What follows belongs to an exercise in optimizing a design on an open flow for a short achievable clock period and few clock cycles; a production flow would make more cautious choices.
Function was checked by simulation only, so behaviour that the tests miss may differ from the original.
Power is estimated from default activity; no workload was simulated.

## before
Design lc3b_core, start of the top module:
module lc3b_core
(
    input  logic                        clk,
    input  logic                        rst,
    input  logic                        instr_valid,
    input  logic [16-1:0]     instr,
    output logic                        instr_ready,
    output logic                        wb_valid,
    output logic [2:0]                  wb_dr,
    output logic [16-1:0]     wb_data,
    output logic [2:0]                  wb_cc
);
localparam int NB = 8;
function automatic logic [255:0] decode8(input logic [7:0] x);
    logic [15:0] l;
    logic [15:0] h;
    for (int k = 0; k < 16; k++)
    begin
        l[k] = (x[3:0] == 4'(k));
        h[k] = (x[7:4] == 4'(k));
    end
    for (int k = 0; k < 256; k++)
        decode8[k] = l[k & 15] && h[k >> 4];
endfunction
function automatic logic [15:0] mem_read(input logic [255:0][15:0] mem,
    input logic [NB*5-1:0] lo, input logic [NB-1:0] sel);
    logic [31:0][15:0] words;
    logic [15:0] v;
    v = '0;
    for (int b = 0; b < NB; b++)
    begin
        for (int j = 0; j < 32; j++)
            words[j] = mem[b * 32 + j];
        v = v | ({16{sel[b]}} & words[lo[b*5 +: 5]]);
    end
    mem_read = v;
endfunction
function automatic logic [NB-1:0] bank_sel(input logic en, input logic [7:0] a);
    for (int b = 0; b < NB; b++)
        bank_sel[b] = en && a[7:5] == 3'(b);
endfunction
function automatic logic [NB*5-1:0] bank_lo(input logic en, input logic [7:0] a);
    for (int b = 0; b < NB; b++)
        bank_lo[b*5 +: 5] = (en && a[7:5] == 3'(b)) ? a[4:0] : 5'd0;
endfunction
logic        ready_q;
logic [15:0] pc;
  ...
Size: ~220000 um^2 of cells after synthesis.
==> flow/config.mk <==
export PLATFORM = sky130hd
export DESIGN_NAME = lc3b_core
export DESIGN_NICKNAME = lc3b_core
export VERILOG_FILES = /design/flow/design.v
export SDC_FILE = /design/flow/constraint.sdc
export NUM_CORES = 4
export LEC_CHECK = 0
export ABC_CLOCK_PERIOD_IN_PS = 2500
export CAP_MARGIN = 20
export CORE_MARGIN = 2
export CORE_UTILIZATION = 40
export SETUP_SLACK_MARGIN = 5
export SLEW_MARGIN = 20
export SYNTH_MEMORY_MAX_BITS = 8192
export TNS_END_PERCENT = 100
==> flow/constraint.sdc <==
create_clock -name core_clock -period 8.0 [get_ports {clk}]
set_input_delay 1.6000 -clock core_clock [delete_from_list [all_inputs] [get_ports {clk}]]
set_output_delay 1.6000 -clock core_clock [all_outputs]
set_load 0.01 [all_outputs]
run.sh (not shown) runs the stock make flow with config.mk's settings and CLKGATE_MAP_FILE= SYNTH_SCRIPT=/design/flow/synth_recipe.tcl, a recipe that flattens the netlist after the stock synthesis.
Testbench counts of before, summed over its fixed seeds: cycles 26,789.
Input-level comparison between after and before:
diff --git a/flow/design.v b/flow/design.v
--- a/flow/design.v
+++ b/flow/design.v
@@ -30,54 +30,55 @@
 (
     input  logic                        clk,
     input  logic                        rst,
     input  logic                        instr_valid,
     input  logic [16-1:0]     instr,
     output logic                        instr_ready,
     output logic                        wb_valid,
     output logic [2:0]                  wb_dr,
     output logic [16-1:0]     wb_data,
     output logic [2:0]                  wb_cc
 );
-localparam int NB = 8;
+localparam int NB = 16;
+localparam int LW = 4;           
 function automatic logic [255:0] decode8(input logic [7:0] x);
     logic [15:0] l;
     logic [15:0] h;
     for (int k = 0; k < 16; k++)
     begin
         l[k] = (x[3:0] == 4'(k));
         h[k] = (x[7:4] == 4'(k));
     end
     for (int k = 0; k < 256; k++)
         decode8[k] = l[k & 15] && h[k >> 4];
 endfunction
 function automatic logic [15:0] mem_read(input logic [255:0][15:0] mem,
-    input logic [NB*5-1:0] lo, input logic [NB-1:0] sel);
-    logic [31:0][15:0] words;
+    input logic [NB*LW-1:0] lo, input logic [NB-1:0] sel);
+    logic [2**LW-1:0][15:0] words;
     logic [15:0] v;
     v = '0;
     for (int b = 0; b < NB; b++)
     begin
-        for (int j = 0; j < 32; j++)
-            words[j] = mem[b * 32 + j];
-        v = v | ({16{sel[b]}} & words[lo[b*5 +: 5]]);
+        for (int j = 0; j < 2**LW; j++)
+            words[j] = mem[b * 2**LW + j];
+        v = v | ({16{sel[b]}} & words[lo[b*LW +: LW]]);
     end
     mem_read = v;
 endfunction
 function automatic logic [NB-1:0] bank_sel(input logic en, input logic [7:0] a);
     for (int b = 0; b < NB; b++)
-        bank_sel[b] = en && a[7:5] == 3'(b);
+        bank_sel[b] = en && a[7:LW] == (8-LW)'(b);
 endfunction
-function automatic logic [NB*5-1:0] bank_lo(input logic en, input logic [7:0] a);
+function automatic logic [NB*LW-1:0] bank_lo(input logic en, input logic [7:0] a);
     for (int b = 0; b < NB; b++)
-        bank_lo[b*5 +: 5] = (en && a[7:5] == 3'(b)) ? a[4:0] : 5'd0;
+        bank_lo[b*LW +: LW] = (en && a[7:LW] == (8-LW)'(b)) ? a[LW-1:0] : LW'(0);
 endfunction
 logic        ready_q;
 logic [15:0] pc;
 logic        q_v;
 logic [1:0]  q_gap;             
 logic [15:0] q_w;
 logic [15:0] q_npc;
 logic        q_wr;
 logic        q_late;
 logic        q_late2;
 logic [1:0]  q_sp;              
@@ -96,36 +97,36 @@
 logic        r_v, r_wr, r_late, r_late2, r_setcc;
 logic [1:0]  r_sp;
 logic [2:0]  r_dr;
 logic        r_rd, r_ldi, r_str, r_sti, r_ldr2;
 logic [5:0]  r_op;
 logic [3:0]  r_amt;
 logic [15:0] r_res;
 logic [15:0] r_x, r_y, r_s;
 logic        r_x_r1, r_x_r2, r_y_r1, r_y_r2, r_s_r1, r_s_r2, r_s_m1, r_x_m1, r_y_m1;
 logic        r_x_r0, r_y_r0, r_s_r0, r_x_m0, r_y_m0, r_s_m0;
 logic [7:0]  r_off;
-logic [NB*5-1:0] r_alo;
+logic [NB*LW-1:0] r_alo;
 logic [NB-1:0] r_bsel;
 logic [7:0]  r_raddr;
 logic        m_v, m_wr, m_setcc, m_sti, m_st;
 logic [2:0]  m_dr;
 logic [15:0] m_res;
 logic [15:0] m_s;
 logic        m_s_m1;
 logic        m_x_m1, m_y_m1, m_x_m0, m_y_m0, m_s_m0, m_rd2, m_alu2;
 logic [5:0]  m_op;
 logic [3:0]  m_amt;
 logic [15:0] m_x, m_y;
 logic [7:0]  m_addr;
-logic [NB*5-1:0] m_plo;
+logic [NB*LW-1:0] m_plo;
 logic [NB-1:0] m_bsel;
 logic        w_v, w_wr, w_setcc;
 logic [2:0]  w_dr;
 logic [15:0] w_res;
 logic [15:0] rf [8];
 logic [7:0]  rf_zero;           
 logic [255:0][15:0] dmem;
 logic [3:0] i_op;
 logic [2:0] i_s1, i_s2;
 logic       i_use2, i_alu, i_mem, i_st;
 logic       i_m1_1, i_m2_1, i_m1_2, i_m2_2;
@@ -500,34 +501,34 @@
 begin
     if (rst)
         rf_zero <= 8'hff;
     else if (w_wen)
         rf_zero[w_dr] <= 1'b0;
 end
 always_ff @(posedge clk)
 begin
     if (w_wen)
         rf[w_dr] <= w_res;
 end
+logic [2:0] cc;
+logic [2:0] cc_next;
+assign cc_next = (w_wen && w_setcc) ? lc3b_pkg::lc3b_nzp(w_res) : cc;
 always_ff @(posedge clk)
 begin
     if (rst)
     begin
         wb_valid <= 1'b0;
-        wb_cc <= 3'b010;
+        cc <= 3'b010;
     end
     else
     begin
         wb_valid <= w_wen;
-        if (w_wen && w_setcc)
-            wb_cc <= lc3b_pkg::lc3b_nzp(w_res);
+        cc <= cc_next;
     end
 end
 always_ff @(posedge clk)
 begin
-    if (w_wen)
-    begin
-        wb_dr <= w_dr;
-        wb_data <= w_res;
-    end
+    wb_cc <= cc_next;
+    wb_dr <= w_dr;
+    wb_data <= w_res;
 end
 endmodule
Results
- NOTE reported leakage power before->after increased slightly
- Detailed-route wire length on metal 1 | after above before
- Taking before as the reference point, the worst-case clock skew of after falls by 0.0036 ns.
- after vs. before: final sequential cell count has increased; number of combinational gates with multiple inputs has increased.
Testbench counts of after, summed over its fixed seeds: cycles 26,789.

## re-timing with driven ports
No port has a modelled driver above. Below, the same layouts with a new extraction and two added sets of constraints.
Step 1 assumes that a clkbuf_16 drives the clock port and a buf_2 every other input.
Step 2 times the ports against the registers' clock, not the clock port: input delays grow and output delays shrink by t, the midpoint of the rising clock arrivals with the driver on.
Three values: no drivers, after step 1, after step 2; two values: the first two.
| run | t, ns | setup WS [ns] | slew at the worst register clock pin (ns) |
|---|---|---|---|
| before | 1.223 | 4.205 / 4.205 / 3.890 | 0.07 / 0.07 |
| after | 1.224 | 4.030 / 4.030 / 3.875 | 0.07 / 0.07 |
After both steps every run listed still meets setup and hold. For before, which loses most, drivers alone change the setup slack by 0.000 ns; drivers and shift together by -0.315 ns.
